Context: an optimization exercise on an open-source flow, tuned for small area, a short achievable clock period and few clock cycles per item. The choices shown serve that exercise and are no tape-out recipe. Function was checked by simulation only, so behaviour that the tests miss may differ from the original. No activity file was given, so power comes from the tool's default toggle rates.

--- flow/config.mk ---
export PLATFORM = sky130hd
export DESIGN_NAME = link_reconnect_backoff_controller
export DESIGN_NICKNAME = link_reconnect_backoff_controller
export VERILOG_FILES = /design/flow/design.v
export SDC_FILE = /design/flow/constraint.sdc
export NUM_CORES = 4
export LEC_CHECK = 0
export CAP_MARGIN = 20
export CORE_MARGIN = 2
export CORE_UTILIZATION = 40
export SETUP_SLACK_MARGIN = 3.75
export SLEW_MARGIN = 20
--- flow/constraint.sdc ---
create_clock -name core_clock -period 7.5 [get_ports {clk}]
set_input_delay 1.5000 -clock core_clock [delete_from_list [all_inputs] [get_ports {clk}]]
set_output_delay 1.5000 -clock core_clock [all_outputs]
set_load 0.01 [all_outputs]
--- flow/design.v ---
package lrb_pkg;
    localparam int unsigned TIME_W = 32;
    localparam int unsigned MS_W = 31;
    localparam int unsigned CFG_IDX_W = 2;
    localparam logic [2:0] MODE_TICK = 3'd0;
    localparam logic [2:0] MODE_LINK_UP = 3'd1;
    localparam logic [2:0] MODE_LINK_DOWN = 3'd2;
    localparam logic [2:0] MODE_RECONNECT = 3'd3;
    localparam logic [2:0] MODE_START_FAILED = 3'd4;
    localparam logic [CFG_IDX_W-1:0] CFG_INITIAL_RETRY = 2'd0;
    localparam logic [CFG_IDX_W-1:0] CFG_MAX_RETRY = 2'd1;
    localparam logic [CFG_IDX_W-1:0] CFG_ATTEMPT_TIMEOUT = 2'd2;
    localparam logic [CFG_IDX_W-1:0] CFG_SETTLE = 2'd3;
    typedef struct packed {
        logic [4:0]        mode_oh;
        logic [TIME_W-1:0] now_ms;
        logic              link_up;
        logic              have_credentials;
        logic              scan_busy;
    } lrb_item_t;
    typedef struct packed {
        logic [MS_W-1:0] initial_retry_ms;
        logic [MS_W-1:0] max_retry_ms;
        logic [MS_W-1:0] attempt_timeout_ms;
        logic [MS_W-1:0] settle_ms;
    } lrb_cfg_t;
endpackage
module lrb_cfg_regs (
    input  logic                          clk,
    input  logic                          rst_n,
    input  logic                          wr_en,
    input  logic [lrb_pkg::CFG_IDX_W-1:0] wr_index,
    input  logic [lrb_pkg::MS_W-1:0]      wr_data,
    output lrb_pkg::lrb_cfg_t             cfg
);
    lrb_pkg::lrb_cfg_t cfg_reg;
    always_ff @(posedge clk or negedge rst_n)
    begin
        if (!rst_n)
        begin
            cfg_reg.initial_retry_ms <= lrb_pkg::MS_W'(1000);
            cfg_reg.max_retry_ms <= lrb_pkg::MS_W'(60000);
            cfg_reg.attempt_timeout_ms <= lrb_pkg::MS_W'(15000);
            cfg_reg.settle_ms <= lrb_pkg::MS_W'(500);
        end
        else if (wr_en)
        begin
            case (wr_index)
                lrb_pkg::CFG_INITIAL_RETRY: cfg_reg.initial_retry_ms <= wr_data;
                lrb_pkg::CFG_MAX_RETRY: cfg_reg.max_retry_ms <= wr_data;
                lrb_pkg::CFG_ATTEMPT_TIMEOUT: cfg_reg.attempt_timeout_ms <= wr_data;
                lrb_pkg::CFG_SETTLE: cfg_reg.settle_ms <= wr_data;
                default: cfg_reg <= cfg_reg;
            endcase
        end
    end
    assign cfg = cfg_reg;
endmodule
module lrb_step (
    input  logic [4:0]  mode_oh,
    input  logic [31:0] now,
    input  logic        link_up,
    input  logic        have_credentials,
    input  logic        scan_busy,
    input  logic        rr,
    input  logic        att,
    input  logic        rp,
    input  logic        wu,
    input  logic        ntv,
    input  logic [30:0] bo,
    input  logic [31:0] tm,
    input  logic [31:0] ep,
    input  lrb_pkg::lrb_cfg_t cfg,
    input  logic        settle_zero,
    output logic        rr_n,
    output logic        att_n,
    output logic        rp_n,
    output logic        wu_n,
    output logic        ntv_n,
    output logic [30:0] bo_n,
    output logic [31:0] tm_n,
    output logic [31:0] ep_n,
    output logic        conn,
    output logic        disc,
    output logic        nup,
    output logic        ndown
);
    function automatic logic carry_out(input logic [31:0] g, input logic [31:0] p, input logic cin);
        logic [31:0] gg;
        logic [31:0] pp;
        gg = g;
        pp = p;
        for (int d = 1; d < 32; d = d * 2)
        begin
            for (int i = 31; i >= d; i--)
            begin
                gg[i] = gg[i] | (pp[i] & gg[i - d]);
                pp[i] = pp[i] & pp[i - d];
            end
        end
        carry_out = gg[31] | (pp[31] & cin);
    endfunction
    logic        m_tick, m_up, m_down, m_recon, m_fail;
    logic [31:0] add_a;
    logic [30:0] add_b;
    logic [31:0] sum;
    logic [31:0] ntm;
    logic        c31;
    logic        no_wrap;
    logic        reached;
    logic [31:0] tmo_n;
    logic [31:0] csa_s;
    logic [31:0] csa_c;
    logic        csa_k;
    logic        timed_out;
    logic        late;
    logic [31:0] dbl;
    logic [30:0] bo_sched;
    logic        active;
    logic        t_ok, t_rr_go, t_rp, t_att, t_idle, d_s, f_s;
    logic        conn0, conn1, sched0, sched1, sched;
    logic        clr, tm_sum;
    logic [31:0] tm_if0, tm_if1;
    logic [30:0] bo_if0, bo_if1;
    assign {m_fail, m_recon, m_down, m_up, m_tick} = mode_oh;
    assign active = att || link_up;
    assign add_a = m_fail ? tm : now;
    assign add_b = (m_tick && rr) ? (active ? cfg.settle_ms : 31'd0) : bo;
    assign sum   = add_a + {1'b0, add_b};
    assign ntm     = ~tm;
    assign c31     = carry_out({1'b0, now[30:0] & ntm[30:0]}, {1'b1, now[30:0] | ntm[30:0]}, 1'b1);
    assign no_wrap = carry_out(now & ntm, now | ntm, 1'b1);
    assign reached = !(now[31] ^ ntm[31] ^ c31);
    assign tmo_n     = ~{1'b0, cfg.attempt_timeout_ms};
    assign csa_s     = now ^ ntm ^ tmo_n;
    assign csa_c     = (now & ntm) | (now & tmo_n) | (ntm & tmo_n);
    assign csa_k     = carry_out({csa_s[31:2] & csa_c[30:1], 2'b00},
                                 {csa_s[31:2] | csa_c[30:1], 2'b11},
                                 csa_s[1] | csa_c[0]);
    assign timed_out = (csa_c[31] && csa_k) || ((csa_c[31] ^ csa_k) && !no_wrap);
    assign dbl      = {bo, 1'b0};
    assign bo_sched = (dbl < {1'b0, cfg.max_retry_ms}) ? dbl[30:0] : cfg.max_retry_ms;
    assign t_ok    = m_tick && have_credentials && !link_up;
    assign t_rr_go = t_ok && rr && !scan_busy && (!att || settle_zero);
    assign t_rp    = t_ok && !rr && rp;
    assign t_att   = t_ok && !rr && !rp && att;
    assign t_idle  = t_ok && !rr && !rp && !att;
    assign d_s     = m_down && have_credentials && !rp;
    assign f_s     = m_fail && att;
    assign late    = t_att ? timed_out : reached;
    assign conn0  = t_rr_go || (t_idle && !ntv);
    assign conn1  = t_rr_go || (t_rp && !scan_busy) || t_idle;
    assign sched0 = f_s || (d_s && !ntv);
    assign sched1 = f_s || d_s || t_att;
    assign conn   = late ? conn1 : conn0;
    assign sched  = late ? sched1 : sched0;
    assign clr    = m_up || (m_tick && (rr || !have_credentials));
    assign tm_sum = m_tick && rr;
    assign rr_n  = m_recon || (rr && !m_tick);
    assign wu_n  = m_up || (wu && !m_down);
    assign ep_n  = (m_up || m_down) ? ep + 32'd1 : ep;
    assign att_n = conn || (att && !(m_up || m_down || m_fail || (m_tick && (rr || !have_credentials)) ||
                                     (t_att && timed_out)));
    assign rp_n  = (m_tick && rr && have_credentials && !t_rr_go) ||
                   (rp && !(m_up || (m_tick && !have_credentials) || conn));
    assign ntv_n = sched || (ntv && !clr && !conn);
    assign tm_if0 = conn0 ? now : ((sched0 || tm_sum) ? sum : tm);
    assign tm_if1 = conn1 ? now : ((sched1 || tm_sum) ? sum : tm);
    assign bo_if0 = (m_up || (m_tick && rr)) ? cfg.initial_retry_ms : (sched0 ? bo_sched : bo);
    assign bo_if1 = (m_up || (m_tick && rr)) ? cfg.initial_retry_ms : (sched1 ? bo_sched : bo);
    assign tm_n   = late ? tm_if1 : tm_if0;
    assign bo_n   = late ? bo_if1 : bo_if0;
    assign disc  = (m_tick && rr && active) || (t_att && timed_out);
    assign nup   = m_up && !wu;
    assign ndown = m_down && wu;
endmodule
module link_reconnect_backoff_controller (
    input  logic                          clk,
    input  logic                          rst_n,
    input  logic                          cfg_wr_en,
    input  logic [lrb_pkg::CFG_IDX_W-1:0] cfg_index,
    input  logic [lrb_pkg::MS_W-1:0]      cfg_wr_data,
    input  logic                          items_valid,
    output logic                          items_ready,
    input  logic [2:0]                    items_mode,
    input  logic [lrb_pkg::TIME_W-1:0]    items_now_ms,
    input  logic                          items_link_up,
    input  logic                          items_have_credentials,
    input  logic                          items_scan_busy,
    output logic                          results_valid,
    input  logic                          results_ready,
    output logic                          results_cmd_connect,
    output logic                          results_cmd_disconnect,
    output logic                          results_notify_up,
    output logic                          results_notify_down,
    output logic                          results_attempt_active,
    output logic [lrb_pkg::TIME_W-1:0]    results_event_epoch,
    output logic [lrb_pkg::MS_W-1:0]      results_current_backoff_ms
);
    lrb_pkg::lrb_cfg_t  cfg;
    lrb_pkg::lrb_item_t s1_item_reg;
    logic        s1_valid_reg;
    logic        out_valid_reg;
    logic        advance;
    logic        settle_zero;
    logic        no_rr_reg, att_reg, rp_reg, wu_reg, ntv_reg;
    logic [30:0] bo_reg;
    logic [31:0] tm_reg;
    logic [31:0] ep_reg;
    logic        rr_n, att_n, rp_n, wu_n, ntv_n;
    logic [30:0] bo_n;
    logic [31:0] tm_n;
    logic [31:0] ep_n;
    logic        conn, disc, nup, ndown;
    logic [3:0]  cmd_reg;
    lrb_cfg_regs u_cfg (
        .clk      (clk),
        .rst_n    (rst_n),
        .wr_en    (cfg_wr_en),
        .wr_index (cfg_index),
        .wr_data  (cfg_wr_data),
        .cfg      (cfg)
    );
    assign settle_zero = (cfg.settle_ms == '0);
    lrb_step u_step (
        .mode_oh          (s1_item_reg.mode_oh),
        .now              (s1_item_reg.now_ms),
        .link_up          (s1_item_reg.link_up),
        .have_credentials (s1_item_reg.have_credentials),
        .scan_busy        (s1_item_reg.scan_busy),
        .rr               (!no_rr_reg),
        .att              (att_reg),
        .rp               (rp_reg),
        .wu               (wu_reg),
        .ntv              (ntv_reg),
        .bo               (bo_reg),
        .tm               (tm_reg),
        .ep               (ep_reg),
        .cfg              (cfg),
        .settle_zero      (settle_zero),
        .rr_n             (rr_n),
        .att_n            (att_n),
        .rp_n             (rp_n),
        .wu_n             (wu_n),
        .ntv_n            (ntv_n),
        .bo_n             (bo_n),
        .tm_n             (tm_n),
        .ep_n             (ep_n),
        .conn             (conn),
        .disc             (disc),
        .nup              (nup),
        .ndown            (ndown)
    );
    assign advance = s1_valid_reg && (!out_valid_reg || results_ready);
    assign items_ready = !s1_valid_reg || advance;
    always_ff @(posedge clk)
    begin
        if (items_valid && items_ready)
        begin
            s1_item_reg.mode_oh <= {items_mode == lrb_pkg::MODE_START_FAILED,
                                    items_mode == lrb_pkg::MODE_RECONNECT,
                                    items_mode == lrb_pkg::MODE_LINK_DOWN,
                                    items_mode == lrb_pkg::MODE_LINK_UP,
                                    items_mode == lrb_pkg::MODE_TICK};
            s1_item_reg.now_ms <= items_now_ms;
            s1_item_reg.link_up <= items_link_up;
            s1_item_reg.have_credentials <= items_have_credentials;
            s1_item_reg.scan_busy <= items_scan_busy;
        end
        if (advance)
        begin
            cmd_reg <= {conn, disc, nup, ndown};
            tm_reg <= tm_n;
        end
    end
    always_ff @(posedge clk or negedge rst_n)
    begin
        if (!rst_n)
        begin
            s1_valid_reg <= 1'b0;
            out_valid_reg <= 1'b0;
            no_rr_reg <= 1'b0;
            att_reg <= 1'b0;
            rp_reg <= 1'b0;
            wu_reg <= 1'b0;
            ntv_reg <= 1'b0;
            bo_reg <= '0;
            ep_reg <= '0;
        end
        else
        begin
            if (items_ready)
            begin
                s1_valid_reg <= items_valid;
            end
            if (advance)
            begin
                out_valid_reg <= 1'b1;
                no_rr_reg <= !rr_n;
                att_reg <= att_n;
                rp_reg <= rp_n;
                wu_reg <= wu_n;
                ntv_reg <= ntv_n;
                bo_reg <= bo_n;
                ep_reg <= ep_n;
            end
            else if (results_ready)
            begin
                out_valid_reg <= 1'b0;
            end
        end
    end
    assign results_valid = out_valid_reg;
    assign results_cmd_connect = cmd_reg[3];
    assign results_cmd_disconnect = cmd_reg[2];
    assign results_notify_up = cmd_reg[1];
    assign results_notify_down = cmd_reg[0];
    assign results_attempt_active = att_reg;
    assign results_event_epoch = ep_reg;
    assign results_current_backoff_ms = bo_reg;
endmodule
--- flow/flow/run.sh ---
#!/bin/bash
# The standard layout, with two changes:
# - the smallest plain buffer as the port buffer (every port is still buffered; the
#   standard flow picks a delay cell, and the footprint-matched resizing keeps it);
# - no separate half/full adder extraction before ABC maps the logic (the same
#   synthesis otherwise, so the same registers with the same names and cells).
set -euo pipefail
export BUFFER_PORTS_ARGS="-buffer_cell sky130_fd_sc_hd__buf_1"
export ADDER_MAP_FILE=
bash standard.sh > standard.log 2>&1
--- flow/standard.sh ---
#!/bin/bash
# synth_recipe.tcl (not shown) runs the flow's synth.tcl, then flattens the netlist and writes it again
# the make line also repeats each setting of config.mk as NAME=value (left out here)
make -C /OpenROAD-flow-scripts/flow DESIGN_CONFIG=/design/flow/config.mk WORK_HOME=/design/flow/orfs CLKGATE_MAP_FILE= SYNTH_SCRIPT=/design/flow/synth_recipe.tcl "${@:-finish}"
==> results of run 1 <==
synth_stat cells (10+ instances only):
cell type                  count
sky130_fd_sc_hd__edfxtp_1     76
sky130_fd_sc_hd__a22o_1       10
sky130_fd_sc_hd__nand3_1      23
sky130_fd_sc_hd__clkbuf_1     43
sky130_fd_sc_hd__dfstp_2      26
sky130_fd_sc_hd__buf_1        13
sky130_fd_sc_hd__mux2i_1      61
sky130_fd_sc_hd__o21a_1       20
sky130_fd_sc_hd__xnor2_1     125
sky130_fd_sc_hd__a22oi_1      15
sky130_fd_sc_hd__o21ai_0      71
sky130_fd_sc_hd__xor2_1       45
sky130_fd_sc_hd__o22ai_1      17
sky130_fd_sc_hd__inv_1        73
sky130_fd_sc_hd__maj3_1       54
sky130_fd_sc_hd__nand2_1      95
sky130_fd_sc_hd__nand2b_1     19
sky130_fd_sc_hd__nand4_1      12
sky130_fd_sc_hd__nor2_1      144
sky130_fd_sc_hd__nor4_1       15
sky130_fd_sc_hd__a21oi_1      83
sky130_fd_sc_hd__nor2b_1      23
sky130_fd_sc_hd__mux2_2      141
sky130_fd_sc_hd__a311oi_1     28
sky130_fd_sc_hd__nor3_1       13
sky130_fd_sc_hd__dfrtp_1     168
layer usage:
layer  up-vias  wire length (um)  global-route usage
met1      6201             20500               0.298
li1       5971                 -                   -
met5         -                13                   0
met2       334             20600               0.331
met4         2              1300              0.0686
met3        71              2800              0.0384
per-stage QoR:
stage	worst slack (ns)	util	total power, mW	hold slack [ns]
2_1_floorplan	3.69	-	4.51	0.395
3_3_place_gp	3.02	0.432	5.17	0.467
3_5_place_dp	2.79	0.432	5.25	0.464
4_1_cts	3.59	0.472	6.98	0.471
5_1_grt	3.44	0.485	7.66	0.482
6_report	3.57	0.485	7.19	0.476
timing repair:
action                     4_1_cts  5_1_grt
resized for setup               58       53
pin swaps                       16       44
cloned                           3        2
setup endpoints to repair       88       88
setup buffers                   24       26
how the worst min path moves through the flow:
stage / startpoint / end / slack, ns / cells after the start
2_1_floorplan: s1_item_reg[38]$_DFFE_PP_ / no_rr_reg$_DFFE_PN0P_ / 0.39 / 1
3_3_place_gp: ep_reg[31]$_DFFE_PN0P_ / ep_reg[31]$_DFFE_PN0P_ / 0.47 / 1
3_5_place_dp: ep_reg[31]$_DFFE_PN0P_ / ep_reg[31]$_DFFE_PN0P_ / 0.46 / 1
4_1_cts: s1_item_reg[38]$_DFFE_PP_ / no_rr_reg$_DFFE_PN0P_ / 0.47 / 1
5_1_grt: s1_item_reg[38]$_DFFE_PP_ / no_rr_reg$_DFFE_PN0P_ / 0.48 / 1
6_report: ep_reg[31]$_DFFE_PN0P_ / ep_reg[31]$_DFFE_PN0P_ / 0.48 / 1
cell families (layout without fill, tap and decap cells):
logic type / after synthesis / count (layout) / synth area share
XOR/XNOR: 170 / 170 / 0.0931
adder cells (fa/ha/maj): 56 / 56 / 0.0352
AO/OA/AOI/OAI: 334 / 334 / 0.142
other: 0 / 1 / 0
flip-flops: 270 / 270 / 0.448
multiplexers: 204 / 204 / 0.139
AND/OR/NAND/NOR: 375 / 375 / 0.108
buffers and inverters: 140 / 348 / 0.0350
area by class of cell:
cell class	instances	area, um2
Fill cell	3599	20400
Timing Repair Buffer	217	1290
Clock buffer	40	890
Inverter	74	278
Tap cell	525	657
Sequential cell	270	7170
Multi-Input combinational cell	1139	8800
Antenna cell	1	2.50
Clock inverter	17	156
power groups by stage:
stage	clock, mW	combinational [mW]	sequential [mW]
after floorplan	0	2.23	2.28
after global placement	0	2.74	2.43
after detailed placement	0	2.80	2.45
after CTS	1.58	2.97	2.42
after global routing	1.64	3.52	2.49
final	1.55	3.21	2.44
==> notes.md, run 1 <==
The most critical setup path has its endpoint at tm_reg[30]$_DFFE_PP_. Setup repair after global routing could not meet its margin everywhere. The share of flip-flops with an asynchronous set or reset is 0.719.

The number of DRC violations after detailed routing is 0. The cell sitting at the root of the clock tree is a sky130_fd_sc_hd__clkbuf_16. The final cell area excluding filler cells came out at 19,200 um2. The total setup violations reported at the end of the flow came out at 0. Counting stages on the worst path, the most repeated cell is sky130_fd_sc_hd__buf_4. The reg-to-reg setup timing slack is 3.57 ns. The number of nets in the layout is 1,809. Based on the critical path, the design can be clocked at up to 255 MHz. The post-synthesis cell area is 16,000 um2.

Leaving out fill and tap cells, the most frequent cell in the layout is sky130_fd_sc_hd__dfrtp_1. Traced cell by cell, the critical path runs through nor2b_4 > buf_12 > mux2_4 > a221oi_4 > a21oi_1 > a22o_2 > a211oi_4 > o31ai_2 > buf_4 > buf_6 > a21oi_4 > o41ai_4 > buf_4 > maj3_1 > xor2_1 > nor2_1 > a211oi_1. The number of buffers and inverters on the critical path came out at 4. The maximum buffer depth of the clock tree is 3. The net switching share of the total power is 0.391. For this configuration, the core starts out at a cell density of 0.404. Row generation in the floorplan step produced 73 rows. The die is 204 um wide.

The clock reaches the later pin of the worst-skew pair after 0.58 ns. Ranked by total cell area, the synthesized netlist is headed by sky130_fd_sc_hd__dfrtp_1, sky130_fd_sc_hd__edfxtp_1, sky130_fd_sc_hd__mux2_2. The overall die area is 41,600 um2.

Along the worst path, the maximum fanout reaches 5. The first-pass iteration count of the detailed router came out at 8. The worst register-to-register path ends at tm_reg[30]$_DFFE_PP_. The post-synthesis sequential area ratio is 0.448. After detailed placement, the total cell area comes to 17,100 um2. TritonCTS built the clock tree.

The fraction of layout cells with a size suffix above 1 came out at 0.222. The cell with the largest stage delay on the worst path is sky130_fd_sc_hd__dfrtp_2. The total leakage power came out at 7.48 nW. The max-slew violation total from the final report is 0. The vias after detailed routing is 12,600. The power dissipated by switching net loads came out at 2.81 mW.

The first-pass GRT wire length is 69,200 um. The total clock sinks is 270. The sum of net half-perimeters after detailed placement is 31,700 um.

The path class of the tightest hold or removal check is register to register. The finished layout holds 2,283 standard cells, fillers aside. The initial antenna violation count is 2. The floorplan core area came out at 39,600 um2.

The worst setup path is launched from a register. The distinct cell type count after synthesis came out at 77. Synthesis handed over a netlist of 1,549 instances. The number of flops mapped to enable cells by yosys came out at 76.

The number of top-level pins came out at 146. The category of the worst setup path capture point is a register. Of the total power, the clock network draws 0.215. After synthesis, the mean cell area works out to 10.3 um2.

The sum of overflow across all layers after global routing is 0. The count of input and output buffers came out at 145. The number of cells in the design after placement is 2,170. Grouping stages by cell kind, the critical path spends the most delay in compound AO/OA/AOI/OAI gates. For the pin with the worst max-slew slack, the measured transition is 0.965 ns.

For the worst flop-to-flop path, the logic depth is 17. The number of max-capacitance violations reported is 0. Entering global routing, the biggest net connects 76 pins. The average vias per placed instance came out at 5.51. The library cells used most frequently in the layout, excluding fill and tap cells, are sky130_fd_sc_hd__dfrtp_1, sky130_fd_sc_hd__buf_1, sky130_fd_sc_hd__nor2_1.

The mean routed wirelength per cell came out at 19.8 um. The post-route fraction of the period consumed by the critical path is 0.523. The total number of yosys warnings came out at 3.

The dominant cell type by area after synthesis is sky130_fd_sc_hd__dfrtp_1. The top-area cell type share of the netlist area came out at 0.263. The startpoint identified for the worst register-to-register timing path is no_rr_reg$_DFFE_PN0P_. The final weighted congestion in routability-driven placement came out at 0.868. The internal power came out at 4.38 mW. The worst voltage drop across the vdd grid came out at 0.000209 V. The worst setup path is of the register to register kind.

After the first detailed-routing iteration, the DRC count stood at 823. For the worst setup path, the data required time is 7.80 ns. Counting buffers and inverters, the worst setup path is 17 cells deep. For this run, the leading register cell type out of synthesis is sky130_fd_sc_hd__dfrtp_1.

Across the routed clock network, the largest skew measured is 0.0131 ns. The final count of hold timing violations came out at 0. Wires add up to 45,200 um. The signal arrival time at the worst endpoint came out at 4.23 ns. In this run the remaining antenna-violating nets after routing total 0. The largest stage delay on the critical path is 0.44 ns.

The minimum clock period after layout came out at 3.93 ns. Clock-pin slew was measured on the worst setup and hold paths at 0.07 ns. The synthesized net count came out at 1,625. The number of clock buffers added by TritonCTS is 31. The most critical setup path has its startpoint at no_rr_reg$_DFFE_PN0P_. The count of state elements after synthesis came out at 270.

The register with the most flip-flops in the layout has 124 of them. The die is 204 um tall. The area added between synthesis and finish is 20.3%.

The share of total power dissipated in sequential elements is 0.339. The H-tree level count came out at 1. The total global routing track utilization came out at 0.212. The remaining max-slew budget at the tightest pin is 0.357. The combinational power share came out at 0.446.

The setup total negative slack is 0 ns. The run finished with no timing, DRC or antenna violations. For this design the ratio of total power to cell area is 374 nW/um2. The via count of the first global-routing pass is 12,200.

Buffers inserted to repair hold after CTS numbered 0.
Testbench counts, summed over its fixed seeds: cycles 12,016, items 12,000.
==> inputs of run 2 (changes only) <==
--- a/flow/config.mk
+++ b/flow/config.mk
@@ -8,5 +8,6 @@
 export CAP_MARGIN = 20
 export CORE_MARGIN = 2
 export CORE_UTILIZATION = 40
-export SETUP_SLACK_MARGIN = 3.75
+export GPL_TIMING_DRIVEN = 0
+export SETUP_SLACK_MARGIN = 3.5
 export SLEW_MARGIN = 20
==> notes.md, run 2 <==
The minimum clock period after layout came out at 4.06 ns (+0.134 ns). The register clock-pin slew on the reported worst setup and hold paths is 0.06 ns (about the same). The distinct cell type count after synthesis is 77 (unchanged). The number of flops mapped to enable cells by yosys is 76 (unchanged). The signal arrival time at the worst endpoint is 4.48 ns (+0.25 ns). The pin count of the biggest net entering global routing is 32 (-58%). The count of input and output buffers is 145 (unchanged). The sum of overflow across all layers after global routing is 0 (unchanged). The flip-flop cell with the highest count after synthesis is sky130_fd_sc_hd__dfrtp_1. The area taken by flip-flops and latches came out at 7170 um2 (about the same). The total global routing track utilization came out at 0.223 (+0.0115). The count of hold-fix buffers inserted at cts came out at 0 (unchanged). The dominant cell type by area after synthesis is sky130_fd_sc_hd__dfrtp_1. The number of top-level pins came out at 146 (unchanged). Setup repair after global routing could not meet its margin everywhere. The mean routed wirelength per cell is 20.2 um (+2.2%). The flow ran to the end and the layout has no timing, DRC or antenna violations. The number of nets in the layout is 1,841 (+1.8%). The share of flip-flops with an asynchronous set or reset is 0.719 (unchanged). The largest stage delay on the critical path is 0.47 ns (+0.03 ns).

The number of max-capacitance violations reported came out at 0 (unchanged). Sorting the synthesized cells by area gives the leading types as sky130_fd_sc_hd__dfrtp_1, sky130_fd_sc_hd__edfxtp_1, sky130_fd_sc_hd__mux2_2. The category of the worst setup path capture point is a register. The worst hold slack across all endpoints came out at 0.418 ns (-0.0576 ns). The highest-utilization routing layer at the global route stage is met2. The data required time of the critical path is 7.92 ns (+0.12 ns).

The root buffer cell chosen for the clock tree is sky130_fd_sc_hd__clkbuf_16. The number of DRC violations after detailed routing is 0 (unchanged). The met3 usage in global routing is 0.0352 (-0.00319).

The kind of cell adding the most delay to the critical path is compound AO/OA/AOI/OAI gates. The peak clock frequency supported by timing came out at 246 MHz (-3.3%). The worst voltage drop across the vdd grid came out at 0.000173 V (-17%).

The synthesized net count is 1,625 (unchanged). The power dissipated by switching net loads came out at 2.78 mW (-1.2%). The vias after detailed routing is 12,700 (+0.76%). The first-pass iteration count of the detailed router came to 5 (-3). The combined area of the multi-input logic cells is 8710 um2 (-1.0%). For this design, the slowest cell found on the critical path is sky130_fd_sc_hd__o41ai_4.

The total routed wirelength came out at 46,800 um (+3.6%). The average vias per placed instance came to 5.48 (-0.59%). The mean post-synth cell area was 10.3 um2 (unchanged). The sum of net half-perimeters after detailed placement came out at 35,500 um (+12%). The first-pass GRT wire length came out at 72,000 um (+3.9%). In the layout the commonest cells are sky130_fd_sc_hd__dfrtp_1, sky130_fd_sc_hd__buf_1, sky130_fd_sc_hd__nor2_1. The overall die area came out at 41,600 um2 (unchanged).

The remaining max-slew budget at the tightest pin came out at 0.452 (+0.0956). The insertion delay of the later-clocked pin in the worst-skew pair is 0.57 ns (about the same). The fraction of layout cells with a size suffix above 1 is 0.204 (-0.0178). The minimum setup slack in the final design came out at 3.44 ns (-0.134 ns).

The internal power came to 4.29 mW (-2.2%). The row count came out at 73 (unchanged). Walking the worst path, the cells encountered are buf_6 > or2_4 > and2_4 > buf_6 > a22o_4 > o22a_1 > a211oi_4 > a211oi_4 > o31ai_4 > buf_4 > a21oi_4 > o41ai_4 > a21oi_2 > maj3_2 > a311o_1 > a31oi_1. The flip-flop count of the largest register, all copies and words added was 124 (unchanged). The count of antenna-violating nets left after detailed routing came out at 0 (unchanged). The most common cell after layout, fill and taps aside is sky130_fd_sc_hd__dfrtp_1. The share of power burned in registers is 0.337 (-0.002).

The via count of the first global-routing pass came out at 12,500 (+1.9%). The power per standard cell area is 369 nW/um2 (-1.4%). The total clock buffers created by CTS was 31 (unchanged). The filler cell count is 3,707 (+3.0%).

The total number of yosys warnings came to 3 (unchanged). By count the netlist is led by sky130_fd_sc_hd__dfrtp_1, sky130_fd_sc_hd__nor2_1, sky130_fd_sc_hd__mux2_2, sky130_fd_sc_hd__xnor2_1, sky130_fd_sc_hd__nand2_1. The setup total negative slack is 0 ns (unchanged).

The count of state elements after synthesis came out at 270 (unchanged). sky130_fd_sc_hd__dfrtp_1 is the most common cell in the netlist. The share of the core filled with cells in the final layout was 0.483 (-0.00199).

The transition time of the tightest slew-check pin came out at 0.820 ns (-0.145 ns). The total setup violations reported at the end of the flow came out at 0 (unchanged). The routing usage on met1 is 0.303 (+0.00529). The maximum buffer depth of the clock tree was 3 (unchanged). The top-area cell type share of the netlist area came out at 0.263 (unchanged). The total leakage power was 7.40 nW (-1.2%). The H-tree level count came to 1 (unchanged).

The max-slew violation total from the final report came to 0 (unchanged). The final count of hold timing violations came out at 0 (unchanged). The maximum net fanout on the critical path came out at 8 (+3). The post-synthesis sequential area ratio was 0.448 (unchanged). The net switching share of the total power came out at 0.393 (+0.00228). STA classifies the critical path startpoint as a register. The starting utilization of the core area is 0.404 (unchanged). The post-route fraction of the period consumed by the critical path is 0.541 (+0.0179). The number of buffers and inverters on the critical path was 3 (-1). The vertical die dimension was 204 um (unchanged).

The met2 usage in global routing is 0.365 (+0.0347). The final weighted congestion in routability-driven placement came out at 0.945 (+9.0%). The cell count after synthesis came out at 1,549 (unchanged). The total clock sinks came to 270 (unchanged). Compared with the post-synthesis result, the final layout area differs by 19.8%. The combinational power share is 0.455 (+0.009). TritonCTS built the clock tree.

The overall power came out at 7.06 mW (-1.8%). The die outline width is 204 um (unchanged). The class of the worst hold path is register to register. The iteration-0 DRC count of the detailed router is 811 (-1.5%). The portion of total power attributed to the clock network is 0.209 (-0.006).

The post-placement setup slack came to 2.69 ns (-0.0965 ns). The final setup skew is 0.00802 ns (-0.00505 ns). The setup path with the least slack is of type register to register.

The initial antenna violation count is 1 (-1). The floorplan core area came out at 39,600 um2 (unchanged). The post-synthesis cell area is 16,000 um2 (unchanged).
## run 2: kinds of logic (layout without fill, tap and decap cells)
family	after synthesis	after routing	share of synthesized area
buffers and inverters	140	379	0.0350
other	0	1	0
AOI/OAI and AO/OA	334	334	0.142
and+or+nand+nor	375	375	0.108
adders and majority gates	56	56	0.0352
xor gates and xnor gates	170	170	0.0931
muxes	204	204	0.139
DFF	270	270	0.448
## run 2: cell type report
cell class                 count  area share
tap                          525      0.0343
inverter                      74      0.0145
antenna                        1    0.000131
multi-input combinational   1139       0.455
clock buffer                  43      0.0460
clock inverter                13     0.00529
sequential                   270       0.374
timing repair buffer         183      0.0505
buffer                        66      0.0206
## run 2: worst reg2reg max path: cells and delay by family, from the launching register on
kind,cells,cell delay [ns]
AO/OA/AOI/OAI,10,2.28
adder cells (fa/ha/maj),1,0.33
flip-flops,1,0.42
buffers and inverters,3,0.48
AND/OR/NAND/NOR,2,0.41
## run 2: per-stage QoR
stage / instance area (um2) / cells
after floorplan: 16000 / 1549
after global routing: 19200 / 2314
after global placement: 17200 / 2219
after detailed placement: 17400 / 2228
after CTS: 18700 / 2294
final: 19200 / 2314
## run 2: path summary, 6_finish.rpt
| path | start | end | slack, ns | depth (start not counted) |
|---|---|---|---|---|
| max in group asynchronous | rst_n | out_valid_reg$_DFFE_PN0P_ | 5.67 | 5 |
| min in group asynchronous | rst_n | u_cfg.cfg_reg[32]$_DFFE_PN0P_ | 0.74 | 1 |
| worst max register to register | att_reg$_DFFE_PN0P_ | tm_reg[31]$_DFFE_PP_ | 3.44 | 16 |
| worst max-delay path | att_reg$_DFFE_PN0P_ | tm_reg[31]$_DFFE_PP_ | 3.44 | 16 |
| worst min-delay path | s1_item_reg[38]$_DFFE_PP_ | no_rr_reg$_DFFE_PN0P_ | 0.42 | 1 |
| worst min register to register | s1_item_reg[38]$_DFFE_PP_ | no_rr_reg$_DFFE_PN0P_ | 0.42 | 1 |
## run 2: timing repair
action / 4_1_cts / 5_1_grt
endpoints found under the hold margin: 0 / 0
pin swaps: 9 / 20
gates resized for setup: 67 / 72
setup buffers: 10 / 19
gates cloned: 0 / 0
endpoints found under the setup margin: 96 / 81
## run 2: routing by layer
layer | routed length (um) | vias up
met3 | 2330 | 77
met1 | 21300 | 6234
li1 | - | 6041
met2 | 21800 | 323
met4 | 1360 | 0
met5 | 0 | -
## run 2: power by group through the flow
stage / logic, mW / registers (mW) / clock network (mW)
global placement: 2.82 / 2.37 / 0
detailed placement: 2.92 / 2.38 / 0
global route: 3.52 / 2.43 / 1.57
CTS: 3.05 / 2.36 / 1.51
floorplan: 2.23 / 2.28 / 0
finish: 3.21 / 2.38 / 1.47
==> inputs of run 3 (changes only) <==
--- a/flow/config.mk
+++ b/flow/config.mk
@@ -8,6 +8,5 @@
 export CAP_MARGIN = 20
 export CORE_MARGIN = 2
 export CORE_UTILIZATION = 40
-export GPL_TIMING_DRIVEN = 0
 export SETUP_SLACK_MARGIN = 3.5
 export SLEW_MARGIN = 20
==> notes.md, run 3 <==
The number of flops mapped to enable cells by yosys came to 76 (unchanged). The reg-to-reg setup timing slack was 3.55 ns (+0.11 ns). The data required time of the critical path was 7.91 ns (about the same). The pin count of the biggest net entering global routing is 160 (+400%). The area taken by flip-flops and latches came out at 7170 um2 (about the same). STA classifies the critical path endpoint as a register. The sum of net half-perimeters after detailed placement came out at 31,600 um (-11%). The maximum net fanout on the critical path is 13 (+5). sky130_fd_sc_hd__dfrtp_1 is the most common cell in the netlist.

The tightest min-delay check is of the register to register type. The register clock-pin slew on the reported worst setup and hold paths came out at 0.06 ns (about the same). The final weighted congestion in routability-driven placement is 0.890 (-5.9%).

The terminating pin of the worst hold path is ep_reg[31]$_DFFE_PN0P_. The post-synthesis simple-gate area fraction was 0.108 (unchanged). The count of antenna-violating nets left after detailed routing is 0 (unchanged). The peak clock frequency supported by timing is 253 MHz (+2.7%). The mean post-synth cell area was 10.3 um2 (unchanged). The mux share of post-synthesis cell area came out at 0.139 (unchanged).

The number of top-level pins came out at 146 (unchanged). The flip-flop count of the largest register, all copies and words added is 124 (unchanged). The transition time of the tightest slew-check pin is 0.911 ns (+0.0914 ns).

Ranked by total cell area, the synthesized netlist is headed by sky130_fd_sc_hd__dfrtp_1, sky130_fd_sc_hd__edfxtp_1, sky130_fd_sc_hd__mux2_2. The synthesized net count is 1,625 (unchanged). The signal arrival time at the worst endpoint is 4.36 ns (-0.12 ns). The row count is 73 (unchanged). The dominant cell type by area after synthesis is sky130_fd_sc_hd__dfrtp_1. The minimum clock period after layout was 3.95 ns (-0.107 ns). The number of cells on the worst reg-to-reg path is 14 (-2).

The total setup violations reported at the end of the flow came out at 0 (unchanged). The power per standard cell area was 371 nW/um2 (+0.66%). The total clock buffers created by CTS came out at 31 (unchanged).

The post-synthesis sequential area ratio came out at 0.448 (unchanged). After synthesis, the largest family of logic cells by area is compound AO/OA/AOI/OAI gates. The insertion delay of the later-clocked pin in the worst-skew pair is 0.57 ns (about the same). The startpoint identified for the worst hold timing path is ep_reg[31]$_DFFE_PN0P_. The sum of overflow across all layers after global routing is 0 (unchanged). The count of state elements after synthesis came out at 270 (unchanged). The floorplan core area came out at 39,600 um2 (unchanged). The fraction of layout cells with a size suffix above 1 is 0.187 (-0.0173).

The final count of hold timing violations came out at 0 (unchanged). The area added between synthesis and finish came out at 16.0%. Setup repair after global routing could not meet its margin everywhere. The die outline width came out at 204 um (unchanged). The post-route fraction of the period consumed by the critical path came out at 0.527 (-0.0143). The max-slew violation total from the final report came out at 0 (unchanged). The top-area cell type share of the netlist area is 0.263 (unchanged). The total leakage power is 7.15 nW (-3.3%). The average vias per placed instance was 5.51 (+0.59%).

The post-synthesis cell area came out at 16,000 um2 (unchanged). The xor/xnor cell area share of the yosys netlist is 0.0931 (unchanged). The worst hold slack across all endpoints is 0.480 ns (+0.0615 ns). The library cell used most frequently in the layout, excluding fill and tap cells, is sky130_fd_sc_hd__dfrtp_1. The total global routing track utilization was 0.210 (-0.0132). The synthesized-area fraction occupied by ao, oa, aoi and oai cells came out at 0.142 (unchanged).

The worst voltage drop across the vdd grid came out at 0.000201 V (+16%). The worst setup path is of the register to register kind. The mean routed wirelength per cell came to 19.6 um (-3.4%). The worst register-to-register path ends at tm_reg[31]$_DFFE_PP_. The total routed wirelength is 44,000 um (-6.1%). The clock tree from TritonCTS is done. The library cells used most frequently in the layout, excluding fill and tap cells, are sky130_fd_sc_hd__dfrtp_1, sky130_fd_sc_hd__buf_1, sky130_fd_sc_hd__nor2_1. The vias after detailed routing came out at 12,400 (-2.2%).

The via count of the first global-routing pass came out at 12,100 (-2.7%). The vertical die dimension was 204 um (unchanged). The final setup skew is 0.00983 ns (+0.00181 ns). The total clock sinks is 270 (unchanged). The first-pass iteration count of the detailed router is 6 (+1). The maximum buffer depth of the clock tree is 3 (unchanged). STA classifies the critical path startpoint as a register.

The share of flip-flops with an asynchronous set or reset came out at 0.719 (unchanged). The remaining max-slew budget at the tightest pin is 0.393 (-0.0597). The initial antenna violation count was 1 (unchanged). The distinct cell type count after synthesis came out at 77 (unchanged). The setup total negative slack came out at 0 ns (unchanged).

The overall die area is 41,600 um2 (unchanged). The cell count after synthesis came out at 1,549 (unchanged). The number of nets in the layout came out at 1,775 (-3.6%). The hold-critical path depth came out at 1 (unchanged).

The iteration-0 DRC count of the detailed router came out at 866 (+6.8%). The count of input and output buffers came out at 145 (unchanged). The first-pass GRT wire length came out at 68,700 um (-4.5%). The number of max-capacitance violations reported came out at 0 (unchanged).

The startpoint identified for the worst register-to-register timing path is s1_item_reg[35]$_DFFE_PP_. The share of synthesized cell area in full adder, half adder and majority cells came out at 0.0352 (unchanged). The commonest cells after synthesis are sky130_fd_sc_hd__dfrtp_1, sky130_fd_sc_hd__nor2_1, sky130_fd_sc_hd__mux2_2, sky130_fd_sc_hd__xnor2_1, sky130_fd_sc_hd__nand2_1. The total number of yosys warnings is 3 (unchanged). The combined area of the multi-input logic cells is 8580 um2 (-1.5%). The H-tree level count came out at 1 (unchanged). The number of DRC violations after detailed routing came to 0 (unchanged). For this run, the leading register cell type out of synthesis is sky130_fd_sc_hd__dfrtp_1. In this run the clock root is driven by a sky130_fd_sc_hd__clkbuf_16. The filler cell count is 3,745 (+1.0%).

The count of hold-fix buffers inserted at cts is 0 (unchanged). The run finished with no timing, DRC or antenna violations. The starting utilization of the core area is 0.404 (unchanged).
## run 3: cell count changes in the layout (fill, tap and decap cells not counted), moves of 3 or more
cell                       change
sky130_fd_sc_hd__buf_1        -10
sky130_fd_sc_hd__buf_12        -9
sky130_fd_sc_hd__buf_2         -3
sky130_fd_sc_hd__clkbuf_1     -26
sky130_fd_sc_hd__clkbuf_2     -10
sky130_fd_sc_hd__clkbuf_4      -3
sky130_fd_sc_hd__clkinv_2      +5
sky130_fd_sc_hd__mux2i_1       +8
sky130_fd_sc_hd__mux2i_2       -3
sky130_fd_sc_hd__mux2i_4       -5
sky130_fd_sc_hd__nand3_1       +3
sky130_fd_sc_hd__nand3_2       -3
## run 3: how the worst max path moves through the flow
stage	start	end	slack (ns)	cells past startpoint
global route	s1_item_reg[35]$_DFFE_PP_	tm_reg[19]$_DFFE_PP_	3.45	14
detailed placement	s1_item_reg[35]$_DFFE_PP_	tm_reg[19]$_DFFE_PP_	2.63	14
finish	s1_item_reg[35]$_DFFE_PP_	tm_reg[31]$_DFFE_PP_	3.55	14
CTS	s1_item_reg[35]$_DFFE_PP_	tm_reg[19]$_DFFE_PP_	3.47	14
global placement	s1_item_reg[35]$_DFFE_PP_	tm_reg[19]$_DFFE_PP_	2.82	14
floorplan	results_ready	ep_reg[31]$_DFFE_PN0P_	3.49	12
## run 3: metal layers
metal  global-route usage  routed length [um]  share of wire
met1                0.304               20800           0.47
met2                0.326               19600           0.45
met3               0.0341                2590          0.059
met4               0.0559                 972          0.022
met5                    0                   0              0
## run 3: final cells by class
cell class | instances | area share
timing repair buffer | 183 | 0.0477
clock inverter | 13 | 0.00371
antenna | 1 | 0.000135
sequential | 270 | 0.387
clock buffer | 44 | 0.0494
inverter | 74 | 0.0150
multi-input combinational | 1139 | 0.462
tap | 525 | 0.0354
## run 3: power breakdown
part / switching [mW] / total (mW) / leakage, nW / internal [mW]
Sequential: 0.473 / 2.43 / 3.02 / 1.96
Combinational: 1.62 / 2.99 / 3.63 / 1.37
Clock: 0.621 / 1.47 / 0.501 / 0.847
Total: 2.71 / 6.88 / 7.15 / 4.17
## run 3: worst max-delay path: stages, from the launching register on
cell,delay [ns]
sky130_fd_sc_hd__edfxtp_1,0.43
sky130_fd_sc_hd__nor2b_4,0.25
sky130_fd_sc_hd__buf_12,0.18
sky130_fd_sc_hd__mux2i_4,0.30
sky130_fd_sc_hd__nand3_1,0.17
sky130_fd_sc_hd__o22a_1,0.26
sky130_fd_sc_hd__a211oi_4,0.28
sky130_fd_sc_hd__a211oi_4,0.09
sky130_fd_sc_hd__o31ai_4,0.37
sky130_fd_sc_hd__a21oi_2,0.14
sky130_fd_sc_hd__o41ai_4,0.40
sky130_fd_sc_hd__a21oi_2,0.14
sky130_fd_sc_hd__maj3_2,0.33
sky130_fd_sc_hd__a311o_1,0.30
sky130_fd_sc_hd__a31oi_1,0.14
## run 3: kinds of logic (layout without fill, tap and decap cells)
logic type | Yosys count | after routing
buf+inv | 140 | 314
fa+ha+maj | 56 | 56
other cells | 0 | 1
simple gates | 375 | 375
flops | 270 | 270
mux | 204 | 204
compound gates | 334 | 334
xor+xnor | 170 | 170
## run 3: per-stage QoR
stage / worst slack [ns] / instance area, um2 / util / instances / power [mW]
after floorplan: 3.49 / 16000 / - / 1549 / 4.51
after global placement: 2.82 / 17100 / 0.432 / 2170 / 5.18
after detailed placement: 2.63 / 17100 / 0.432 / 2170 / 5.25
after CTS: 3.47 / 18300 / 0.462 / 2238 / 6.82
after global routing: 3.45 / 18600 / 0.468 / 2249 / 7.35
final: 3.55 / 18600 / 0.468 / 2249 / 6.88
## run 3: what timing repair did
item                                    CTS  global route
buffers inserted                         11            10
endpoints found under the setup margin   82            85
resized for setup                        27            32
pin swaps                                 3             7
hold endpoints to repair                  0             0
==> inputs of run 4 (changes only) <==
--- a/flow/config.mk
+++ b/flow/config.mk
@@ -5,8 +5,8 @@
 export SDC_FILE = /design/flow/constraint.sdc
 export NUM_CORES = 4
 export LEC_CHECK = 0
-export CAP_MARGIN = 20
+export CAP_MARGIN = 10
 export CORE_MARGIN = 2
 export CORE_UTILIZATION = 40
 export SETUP_SLACK_MARGIN = 3.5
-export SLEW_MARGIN = 20
+export SLEW_MARGIN = 10
==> notes.md, run 4 <==
The flow ran to the end and the layout has no timing, DRC or antenna violations. Setup repair after global routing could not meet its margin everywhere. Walking the worst path, the cells encountered are nor2b_4 > buf_12 > mux2i_4 > nand3_1 > o22a_1 > a211oi_4 > a211oi_4 > o31ai_4 > a21oi_2 > o41ai_4 > a21oi_2 > maj3_2 > a311o_1 > a31oi_1. The final weighted congestion in routability-driven placement is 0.890 (unchanged). The max-slew violation total from the final report came out at 0 (unchanged). The combined area of the multi-input logic cells came out at 8580 um2 (unchanged). The number of cells in the design after placement came out at 2,170 (unchanged). The number of nets in the layout is 1,775 (unchanged). The top cell types in the final layout, fill and taps aside, are sky130_fd_sc_hd__dfrtp_1, sky130_fd_sc_hd__buf_1, sky130_fd_sc_hd__nor2_1.

The maximum net fanout on the critical path is 13 (unchanged). CTS placed an instance of sky130_fd_sc_hd__clkbuf_16 at the clock tree root. TritonCTS built the clock tree. The total clock sinks came out at 270 (unchanged).

The library cell used most frequently in the layout, excluding fill and tap cells, is sky130_fd_sc_hd__dfrtp_1. The sum of overflow across all layers after global routing is 0 (unchanged). The pin count of the biggest net entering global routing is 160 (unchanged). The row count came out at 73 (unchanged).

The number of top-level pins is 146 (unchanged). The largest stage delay on the critical path is 0.43 ns (about the same). The iteration-0 DRC count of the detailed router was 866 (unchanged). The startpoint identified for the worst hold timing path is ep_reg[31]$_DFFE_PN0P_. The number of max-capacitance violations reported came out at 0 (unchanged).

The total routed wirelength is 44,000 um (unchanged). The reg-to-reg startpoint is s1_item_reg[35]$_DFFE_PP_. The dominant cell type by area after synthesis is sky130_fd_sc_hd__dfrtp_1.

The top-area cell type share of the netlist area was 0.263 (unchanged). The min-delay analysis places its worst path in the category register to register. The minimum clock period after layout was 3.95 ns (unchanged). After synthesis, the cell types taking the most area are sky130_fd_sc_hd__dfrtp_1, sky130_fd_sc_hd__edfxtp_1, sky130_fd_sc_hd__mux2_2. The first-pass iteration count of the detailed router came out at 6 (unchanged). The via count of the first global-routing pass is 12,100 (unchanged).

The maximum buffer depth of the clock tree is 3 (unchanged). The vias after detailed routing came out at 12,400 (unchanged). The cell count after synthesis is 1,549 (unchanged). The count of antenna-violating nets left after detailed routing is 0 (unchanged). The overall power came out at 6.88 mW (unchanged). The worst hold path terminates at ep_reg[31]$_DFFE_PN0P_.

The commonest cells after synthesis are sky130_fd_sc_hd__dfrtp_1, sky130_fd_sc_hd__nor2_1, sky130_fd_sc_hd__mux2_2, sky130_fd_sc_hd__xnor2_1, sky130_fd_sc_hd__nand2_1. The final setup skew is 0.00983 ns (unchanged). The distinct cell type count after synthesis came out at 77 (unchanged). The initial antenna violation count is 1 (unchanged). The floorplan core area came out at 39,600 um2 (unchanged). The hold-critical path depth came out at 1 (unchanged). The number of flops mapped to enable cells by yosys is 76 (unchanged). The post-route fraction of the period consumed by the critical path came out at 0.527 (unchanged).

The critical path class is register to register. The register clock-pin slew on the reported worst setup and hold paths was 0.06 ns (about the same). The worst setup path is launched from a register.

The area taken by flip-flops and latches is 7170 um2 (unchanged). For this design, the slowest cell found on the critical path is sky130_fd_sc_hd__edfxtp_1. The count of hold-fix buffers inserted at cts is 0 (unchanged).

The die outline width is 204 um (unchanged). The count of input and output buffers came out at 145 (unchanged). The vertical die dimension came out at 204 um (unchanged). The total setup violations reported at the end of the flow came out at 0 (unchanged). The insertion delay of the later-clocked pin in the worst-skew pair is 0.57 ns (about the same). The first-pass GRT wire length was 68,700 um (unchanged).

The mean routed wirelength per cell came to 19.6 um (unchanged). The starting utilization of the core area is 0.404 (unchanged). The flip-flop cell with the highest count after synthesis is sky130_fd_sc_hd__dfrtp_1. The remaining max-slew budget at the tightest pin came out at 0.393 (unchanged). The count of state elements after synthesis came out at 270 (unchanged). The filler cell count is 3,745 (unchanged).

The sum of net half-perimeters after detailed placement was 31,600 um (unchanged). The data required time of the critical path came out at 7.91 ns (about the same). The reg-to-reg setup timing slack came out at 3.55 ns (about the same). The share of flip-flops with an asynchronous set or reset is 0.719 (unchanged). The total number of yosys warnings is 3 (unchanged). The final count of hold timing violations came to 0 (unchanged). The flip-flop count of the largest register, all copies and words added is 124 (unchanged). The average vias per placed instance was 5.51 (unchanged). The signal arrival time at the worst endpoint came to 4.36 ns (about the same). The power per standard cell area is 371 nW/um2 (unchanged). The mean post-synth cell area came out at 10.3 um2 (unchanged).

The area added between synthesis and finish is 16.0% (unchanged). The post-synthesis sequential area ratio is 0.448 (unchanged). The total clock buffers created by CTS is 31 (unchanged). The share of the core filled with cells in the final layout is 0.468 (unchanged). The worst voltage drop across the vdd grid came out at 0.000201 V (unchanged). The category of the worst setup path capture point is a register.

The most common cell in the synthesized netlist is sky130_fd_sc_hd__dfrtp_1. The peak clock frequency supported by timing is 253 MHz (unchanged). The transition time of the tightest slew-check pin is 0.911 ns (unchanged). The total global routing track utilization came to 0.210 (unchanged).

The post-synthesis cell area is 16,000 um2 (unchanged). The post-layout instance count excluding filler cells was 2,249 (unchanged). The overall die area is 41,600 um2 (unchanged). The number of cells on the worst reg-to-reg path is 14 (unchanged).

The fraction of layout cells with a size suffix above 1 is 0.187 (unchanged). The H-tree level count came out at 1 (unchanged). The setup total negative slack is 0 ns (unchanged). The total leakage power is 7.15 nW (unchanged). The synthesized net count came out at 1,625 (unchanged). The endpoint identified for the worst register-to-register timing path is tm_reg[31]$_DFFE_PP_. The number of DRC violations after detailed routing is 0 (unchanged).
-- run 4: through the flow --
step	hold WS (ns)	setup WS, ns	instance area (um2)
after floorplan	0.395	3.49	16000
after global placement	0.465	2.82	17100
after detailed placement	0.470	2.63	17100
after CTS	0.480	3.47	18300
after global routing	0.494	3.45	18600
final	0.480	3.55	18600
-- run 4: worst max path at each step --
stage	depth (start not counted)	from	to	slack, ns
2_1_floorplan	12	results_ready	ep_reg[31]$_DFFE_PN0P_	3.49
3_3_place_gp	14	s1_item_reg[35]$_DFFE_PP_	tm_reg[19]$_DFFE_PP_	2.82
4_1_cts	14	s1_item_reg[35]$_DFFE_PP_	tm_reg[19]$_DFFE_PP_	3.47
3_5_place_dp	14	s1_item_reg[35]$_DFFE_PP_	tm_reg[19]$_DFFE_PP_	2.63
5_1_grt	14	s1_item_reg[35]$_DFFE_PP_	tm_reg[19]$_DFFE_PP_	3.45
6_report	14	s1_item_reg[35]$_DFFE_PP_	tm_reg[31]$_DFFE_PP_	3.55
-- run 4: where the power goes --
part / switching [mW] / internal [mW] / total (mW) / leakage, nW
Sequential: 0.473 / 1.96 / 2.43 / 3.02
Combinational: 1.62 / 1.37 / 2.99 / 3.63
Clock: 0.621 / 0.847 / 1.47 / 0.501
Total: 2.71 / 4.17 / 6.88 / 7.15
-- run 4: cell type report --
cell class | instances | area share
Timing Repair Buffer | 183 | 0.0477
Inverter | 74 | 0.0150
Tap cell | 525 | 0.0354
Antenna cell | 1 | 0.000135
Multi-Input combinational cell | 1139 | 0.462
Sequential cell | 270 | 0.387
Clock inverter | 13 | 0.00371
Clock buffer | 44 | 0.0494
-- run 4: critical path, delay by kind of cell, from the launching register on --
kind                       cells  cell delay (ns)
AOI/OAI and AO/OA              9             2.12
muxes                          1             0.30
adders and majority gates      1             0.33
and+or+nand+nor                2             0.42
DFF                            1             0.43
buffers and inverters          1             0.18
-- run 4: cell families (layout without fill, tap and decap cells) --
kind of cell | count (synthesis) | after routing | synth area share
fa+ha+maj | 56 | 56 | 0.0352
xor+xnor | 170 | 170 | 0.0931
mux | 204 | 204 | 0.139
simple gates | 375 | 375 | 0.108
compound gates | 334 | 334 | 0.142
flops | 270 | 270 | 0.448
other cells | 0 | 1 | 0
buf+inv | 140 | 314 | 0.0350
-- run 4: what timing repair did --
item	4_1_cts	5_1_grt
setup buffers	11	10
hold endpoints to repair	0	0
pin swaps	3	7
gates resized for setup	27	32
endpoints found under the setup margin	82	85
-- run 4: per-layer routing --
layer	vias to the layer above	global-route usage	part of all wire
met2	346	0.326	0.45
met3	62	0.0341	0.059
met5	-	0	0
met4	0	0.0559	0.022
li1	5892	-	-
met1	6092	0.304	0.47
==> inputs of run 5 (changes only) <==
--- a/flow/config.mk
+++ b/flow/config.mk
@@ -5,8 +5,10 @@
 export SDC_FILE = /design/flow/constraint.sdc
 export NUM_CORES = 4
 export LEC_CHECK = 0
-export CAP_MARGIN = 10
+export CAP_MARGIN = 20
 export CORE_MARGIN = 2
 export CORE_UTILIZATION = 40
+export CTS_CLUSTER_DIAMETER = 200
+export CTS_CLUSTER_SIZE = 25
 export SETUP_SLACK_MARGIN = 3.5
-export SLEW_MARGIN = 10
+export SLEW_MARGIN = 20
==> notes.md, run 5 <==
The combined area of the multi-input logic cells is 8580 um2 (unchanged). The count of antenna-violating nets left after detailed routing came out at 0 (unchanged). The reg-to-reg endpoint is tm_reg[31]$_DFFE_PP_. The distinct cell type count after synthesis is 77 (unchanged). The number of cells on the worst reg-to-reg path is 13 (-1). The class of the worst hold path is register to register. The register clock-pin slew on the reported worst setup and hold paths came out at 0.12 ns (+0.06 ns). The row count came to 73 (unchanged).

The pin count of the biggest net entering global routing came to 160 (unchanged). The setup total negative slack came to 0 ns (unchanged). The initial antenna violation count came to 1 (unchanged).

The dominant cell type by area after synthesis is sky130_fd_sc_hd__dfrtp_1. The mean post-synth cell area is 10.3 um2 (unchanged). Sorting the synthesized cells by area gives the leading types as sky130_fd_sc_hd__dfrtp_1, sky130_fd_sc_hd__edfxtp_1, sky130_fd_sc_hd__mux2_2. The minimum clock period after layout is 3.95 ns (-0.00241 ns). The final weighted congestion in routability-driven placement came out at 0.890 (unchanged). The worst hold slack across all endpoints came to 0.484 ns (+0.00427 ns). The top-area cell type share of the netlist area is 0.263 (unchanged).

The first-pass iteration count of the detailed router is 6 (unchanged). The critical path launch point type is a register. Yosys instantiated no cell more often than sky130_fd_sc_hd__dfrtp_1. The total clock buffers created by CTS is 14 (-55%).

The total setup violations reported at the end of the flow is 0 (unchanged). The overall power came out at 6.28 mW (-8.9%). The worst hold path begins at ep_reg[31]$_DFFE_PN0P_. The post-synthesis cell area is 16,000 um2 (unchanged). The sum of net half-perimeters after detailed placement is 31,600 um (unchanged). The number of nets in the layout is 1,753 (-1.2%). The vertical die dimension is 204 um (unchanged).

The iteration-0 DRC count of the detailed router was 922 (+6.5%). The maximum net fanout on the critical path is 15 (+2). The worst voltage drop across the vdd grid came out at 0.000127 V (-37%).

The fraction of layout cells with a size suffix above 1 was 0.167 (-0.0194). The number of DRC violations after detailed routing came to 0 (unchanged). TritonCTS built the clock tree.

The total leakage power is 6.83 nW (-4.5%). The final setup skew came out at 0.0281 ns (+0.0183 ns). The final count of hold timing violations is 0 (unchanged). The terminating pin of the worst hold path is ep_reg[31]$_DFFE_PN0P_. The floorplan core area was 39,600 um2 (unchanged). The area taken by flip-flops and latches is 7180 um2 (about the same). The reg-to-reg startpoint is s1_item_reg[2]$_DFFE_PP_. The average vias per placed instance came to 5.54 (+0.53%). The first-pass GRT wire length came out at 67,600 um (-1.7%). The share of the core filled with cells in the final layout came out at 0.453 (-0.0153).

The post-route fraction of the period consumed by the critical path is 0.527 (about the same). The number of flops mapped to enable cells by yosys came to 76 (unchanged). The vias after detailed routing came out at 12,200 (-1.3%). The total number of yosys warnings came to 3 (unchanged). The antenna diode instance count came out at 0 (-1).

The H-tree level count came to 1 (unchanged). The via count of the first global-routing pass came out at 11,900 (-1.7%). The flip-flop count of the largest register, all copies and words added is 124 (unchanged). Among all flip-flop cells after synthesis, the most frequent one is sky130_fd_sc_hd__dfrtp_1. The power per standard cell area is 350 nW/um2 (-5.8%). The signal arrival time at the worst endpoint came out at 4.33 ns (-0.03 ns).

The synthesized net count is 1,625 (unchanged). In the layout the commonest cells are sky130_fd_sc_hd__dfrtp_1, sky130_fd_sc_hd__buf_1, sky130_fd_sc_hd__nor2_1. The filler cell count was 3,790 (+1.2%).

The count of hold-fix buffers inserted at cts is 0 (unchanged). The data required time of the critical path is 7.88 ns (-0.03 ns). Setup repair after global routing could not meet its margin everywhere. The count of input and output buffers is 145 (unchanged). The number of max-capacitance violations reported was 0 (unchanged). The share of flip-flops with an asynchronous set or reset was 0.719 (unchanged). The count of state elements after synthesis came out at 270 (unchanged). The tree is rooted in a sky130_fd_sc_hd__clkbuf_16.

The peak clock frequency supported by timing is 253 MHz (about the same). The critical path class is register to register. The overall die area came out at 41,600 um2 (unchanged). The library cell used most frequently in the layout, excluding fill and tap cells, is sky130_fd_sc_hd__dfrtp_1. The run finished with no timing, DRC or antenna violations. The remaining max-slew budget at the tightest pin was 0.400 (+0.00780). The die outline width was 204 um (unchanged). The post-synthesis sequential area ratio is 0.448 (unchanged). The cell count after synthesis was 1,549 (unchanged). The insertion delay of the later-clocked pin in the worst-skew pair came to 0.52 ns (-0.05 ns). STA classifies the critical path endpoint as a register.

The total routed wirelength came out at 43,600 um (-0.91%). The mean routed wirelength per cell is 19.7 um (+0.88%). The total clock sinks is 270 (unchanged). Sorting the synthesized cells by how often they occur yields sky130_fd_sc_hd__dfrtp_1, sky130_fd_sc_hd__nor2_1, sky130_fd_sc_hd__mux2_2, sky130_fd_sc_hd__xnor2_1, sky130_fd_sc_hd__nand2_1. The maximum buffer depth of the clock tree came out at 3 (unchanged). The max-slew violation total from the final report came out at 0 (unchanged). The total global routing track utilization was 0.206 (-0.00381). The transition time of the tightest slew-check pin came out at 0.900 ns (-0.0117 ns).

The reg-to-reg setup timing slack is 3.55 ns (about the same). The starting utilization of the core area came out at 0.404 (unchanged). The sum of overflow across all layers after global routing came out at 0 (unchanged).

Relative to the synthesized area, the layout overhead comes to 12.2%. The number of top-level pins was 146 (unchanged). The hold-critical path depth was 1 (unchanged).
==> run 5: cell count changes in the layout (fill, tap and decap cells not counted), sizes merged <==
cell	previous run	this run
clkinvlp	0	1
clkinv	13	0
diode	1	0
clkbuf	45	23
buf	182	177
==> run 5: worst max-delay path by stage <==
| stage | start | end | slack (ns) | cells past startpoint |
|---|---|---|---|---|
| finish | s1_item_reg[2]$_DFFE_PP_ | tm_reg[31]$_DFFE_PP_ | 3.55 | 13 |
| detailed placement | s1_item_reg[35]$_DFFE_PP_ | tm_reg[19]$_DFFE_PP_ | 2.63 | 14 |
| floorplan | results_ready | ep_reg[31]$_DFFE_PN0P_ | 3.49 | 12 |
| global placement | s1_item_reg[35]$_DFFE_PP_ | tm_reg[19]$_DFFE_PP_ | 2.82 | 14 |
| global route | s1_item_reg[2]$_DFFE_PP_ | tm_reg[31]$_DFFE_PP_ | 3.45 | 13 |
| CTS | no_rr_reg$_DFFE_PN0P_ | tm_reg[19]$_DFFE_PP_ | 3.50 | 14 |
==> run 5: critical path, cell delays in order, from the launching register on <==
cell and delay (ns):
sky130_fd_sc_hd__edfxtp_1 0.53, sky130_fd_sc_hd__or2_4 0.33, sky130_fd_sc_hd__and2_4 0.24, sky130_fd_sc_hd__a22o_1 0.23, sky130_fd_sc_hd__o22a_1 0.25, sky130_fd_sc_hd__a211oi_4 0.28, sky130_fd_sc_hd__a211oi_4 0.09, sky130_fd_sc_hd__o31ai_4 0.38
sky130_fd_sc_hd__a21oi_2 0.14, sky130_fd_sc_hd__o41ai_4 0.43, sky130_fd_sc_hd__a21oi_2 0.14, sky130_fd_sc_hd__maj3_2 0.33, sky130_fd_sc_hd__a311o_1 0.30, sky130_fd_sc_hd__a31oi_1 0.14
==> run 5: timing repair <==
item	CTS	global route
endpoints found under the hold margin	0	0
setup endpoints to repair	82	86
pin swaps	1	10
buffers inserted	10	6
gates cloned	0	0
resized for setup	21	38
==> run 5: cell families (layout without fill, tap and decap cells) <==
kind of cell / after synthesis / count (layout) / share of synthesized area
adder cells (fa/ha/maj): 56 / 56 / 0.0352
AND/OR/NAND/NOR: 375 / 375 / 0.108
flip-flops: 270 / 270 / 0.448
multiplexers: 204 / 204 / 0.139
buffers and inverters: 140 / 275 / 0.0350
AO/OA/AOI/OAI: 334 / 334 / 0.142
XOR/XNOR: 170 / 170 / 0.0931
==> run 5: layer usage <==
metal	up-vias	wire length (um)	GRT usage
met5	-	0	0
met4	0	979	0.0515
met3	53	2490	0.0290
met2	317	19400	0.323
met1	6034	20700	0.301
li1	5832	-	-
==> run 5: metrics by stage <==
| stage | worst slack, ns | instances | area (um2) |
|---|---|---|---|
| floorplan | 3.49 | 1549 | 16000 |
| global placement | 2.82 | 2170 | 17100 |
| detailed placement | 2.63 | 2170 | 17100 |
| CTS | 3.50 | 2203 | 17700 |
| global route | 3.45 | 2209 | 18000 |
| finish | 3.55 | 2209 | 18000 |
==> run 5: area by class of cell <==
cell class	count	area share
repair buffers	178	0.0477
inverters	74	0.0155
clock buffers	22	0.0224
well taps	525	0.0366
flip-flops and latches	270	0.400
clock inverters	1	0.000418
multi-input cells	1139	0.478
==> run 5: power by group <==
| group | internal, mW | switching (mW) | total [mW] |
|---|---|---|---|
| registers | 1.95 | 0.471 | 2.42 |
| clock network | 0.376 | 0.500 | 0.876 |
| logic | 1.36 | 1.61 | 2.98 |
| total | 3.69 | 2.58 | 6.28 |
==> inputs of run 6 (changes only) <==
--- a/flow/config.mk
+++ b/flow/config.mk
@@ -9,6 +9,6 @@
 export CORE_MARGIN = 2
 export CORE_UTILIZATION = 40
 export CTS_CLUSTER_DIAMETER = 200
-export CTS_CLUSTER_SIZE = 25
+export CTS_CLUSTER_SIZE = 20
 export SETUP_SLACK_MARGIN = 3.5
 export SLEW_MARGIN = 20
==> notes.md, run 6 <==
The first-pass GRT wire length is 67,900 um (+0.51%). The count of input and output buffers came out at 145 (unchanged). The distinct cell type count after synthesis was 77 (unchanged). The cell count after synthesis is 1,549 (unchanged). The sum of overflow across all layers after global routing came out at 0 (unchanged). The first-pass iteration count of the detailed router is 6 (unchanged). The iteration-0 DRC count of the detailed router is 948 (+2.8%). The worst register-to-register path begins at no_rr_reg$_DFFE_PN0P_. The flip-flop cell with the highest count after synthesis is sky130_fd_sc_hd__dfrtp_1. The remaining max-slew budget at the tightest pin is 0.406 (+0.00606). The floorplan core area came to 39,600 um2 (unchanged). The run finished with no timing, DRC or antenna violations. The total number of yosys warnings is 3 (unchanged). The number of flops mapped to enable cells by yosys is 76 (unchanged). The worst voltage drop across the vdd grid is 0.000146 V (+15%). The sum of net half-perimeters after detailed placement is 31,600 um (unchanged). The combined area of the multi-input logic cells came to 8580 um2 (about the same).

The post-synthesis simple-gate area fraction is 0.108 (unchanged). The critical path is of the register to register type. The count of state elements after synthesis is 270 (unchanged). The power per standard cell area is 352 nW/um2 (+0.85%). The area growth from synthesis to layout is 12.6%. The total routed wirelength is 43,500 um (-0.12%).

The top-area cell type share of the netlist area came to 0.263 (unchanged). The minimum clock period after layout came out at 3.92 ns (-0.0275 ns). The total global routing track utilization came out at 0.207 (+0.000919). The register clock-pin slew on the reported worst setup and hold paths came out at 0.10 ns (-0.02 ns). The mean routed wirelength per cell came out at 19.6 um (-0.48%). The number of DRC violations after detailed routing is 0 (unchanged).

The average vias per placed instance came out at 5.51 (-0.59%). The tightest min-delay check is of the register to register type. The antenna diode instance count came out at 0 (unchanged). Ranked by total cell area, the synthesized netlist is headed by sky130_fd_sc_hd__dfrtp_1, sky130_fd_sc_hd__edfxtp_1, sky130_fd_sc_hd__mux2_2. Setup repair after global routing could not meet its margin everywhere. The number of top-level pins came out at 146 (unchanged). The via count of the first global-routing pass came out at 11,900 (-0.025%). The placed instance area came to 17,100 um2 (unchanged). The total leakage power came out at 6.87 nW (+0.68%). The total clock sinks is 270 (unchanged).

The peak clock frequency supported by timing came out at 255 MHz (+0.70%). The insertion delay of the later-clocked pin in the worst-skew pair is 0.51 ns (about the same). The vertical die dimension came out at 204 um (unchanged). The count of antenna-violating nets left after detailed routing was 0 (unchanged). The total setup violations reported at the end of the flow came out at 0 (unchanged). The post-synthesis cell area came out at 16,000 um2 (unchanged). The mux share of post-synthesis cell area came out at 0.139 (unchanged). The row count came to 73 (unchanged).

The post-synthesis sequential area ratio is 0.448 (unchanged). The final weighted congestion in routability-driven placement was 0.890 (unchanged).
-- run 6: worst paths after layout --
| check | to | slack (ns) | cells after the start |
|---|---|---|---|
| setup / recovery | tm_reg[31]$_DFFE_PP_ | 3.58 | 14 |
| hold / removal | no_rr_reg$_DFFE_PN0P_ | 0.48 | 1 |
| setup reg to reg | tm_reg[31]$_DFFE_PP_ | 3.58 | 14 |
| hold reg to reg | no_rr_reg$_DFFE_PN0P_ | 0.48 | 1 |
| max in group asynchronous | att_reg$_DFFE_PN0P_ | 5.20 | 2 |
| min in group asynchronous | u_cfg.cfg_reg[46]$_DFFE_PN0P_ | 0.99 | 1 |
-- run 6: stage by stage --
step / hold WS [ns] / instances
floorplan: 0.395 / 1549
global placement: 0.465 / 2170
detailed placement: 0.470 / 2170
CTS: 0.484 / 2211
global route: 0.490 / 2217
finish: 0.478 / 2217
-- run 6: layer usage --
| layer | global-route usage | vias to the layer above | routed length (um) |
|---|---|---|---|
| met5 | 0 | - | 0 |
| met4 | 0.0419 | 0 | 701 |
| met3 | 0.0332 | 48 | 2540 |
| met2 | 0.326 | 300 | 19500 |
| met1 | 0.302 | 6023 | 20700 |
| li1 | - | 5837 | - |
-- run 6: critical path, stage by stage (launching register included) --
cell                       delay, ns
sky130_fd_sc_hd__dfrtp_2        0.46
sky130_fd_sc_hd__nor2b_4        0.18
sky130_fd_sc_hd__buf_12         0.18
sky130_fd_sc_hd__mux2i_4        0.31
sky130_fd_sc_hd__nand3_1        0.16
sky130_fd_sc_hd__o22a_1         0.26
sky130_fd_sc_hd__a211oi_4       0.28
sky130_fd_sc_hd__a211oi_4       0.09
sky130_fd_sc_hd__o31ai_4        0.40
sky130_fd_sc_hd__a21oi_2        0.14
sky130_fd_sc_hd__o41ai_4        0.40
sky130_fd_sc_hd__a21oi_2        0.14
sky130_fd_sc_hd__maj3_2         0.33
sky130_fd_sc_hd__a311o_1        0.30
sky130_fd_sc_hd__a31oi_1        0.14
-- run 6: cell families (layout without fill, tap and decap cells) --
kind of cell / Yosys count / in the layout
DFF: 270 / 270
xor gates and xnor gates: 170 / 170
buffers and inverters: 140 / 283
and+or+nand+nor: 375 / 375
adders and majority gates: 56 / 56
muxes: 204 / 204
AOI/OAI and AO/OA: 334 / 334
-- run 6: layout make-up --
type	count	share of cell area
Sequential cell	270	0.398
Tap cell	525	0.0364
Inverter	74	0.0154
Multi-Input combinational cell	1139	0.476
Clock inverter	1	0.000625
Clock buffer	28	0.0259
Timing Repair Buffer	180	0.0476
-- run 6: timing repair --
item                       in CTS  in global routing
pin swaps                       3                  8
setup endpoints to repair      82                 86
hold buffers                    0                  0
resized for setup              23                 35
setup buffers                  12                  6
-- run 6: report_power, final --
group	leakage, nW	switching, mW	internal, mW	total [mW]
clock network	0.229	0.517	0.433	0.950
registers	3.02	0.472	1.95	2.43
logic	3.63	1.61	1.37	2.98

Check on run 6: ideal ports give 3.577 ns setup slack; a clkbuf_16 on the clock port and buf_2 on the inputs give 3.577 ns; moving port delays by the midpoint clock arrival (0.552 ns) as well gives 3.259 ns.
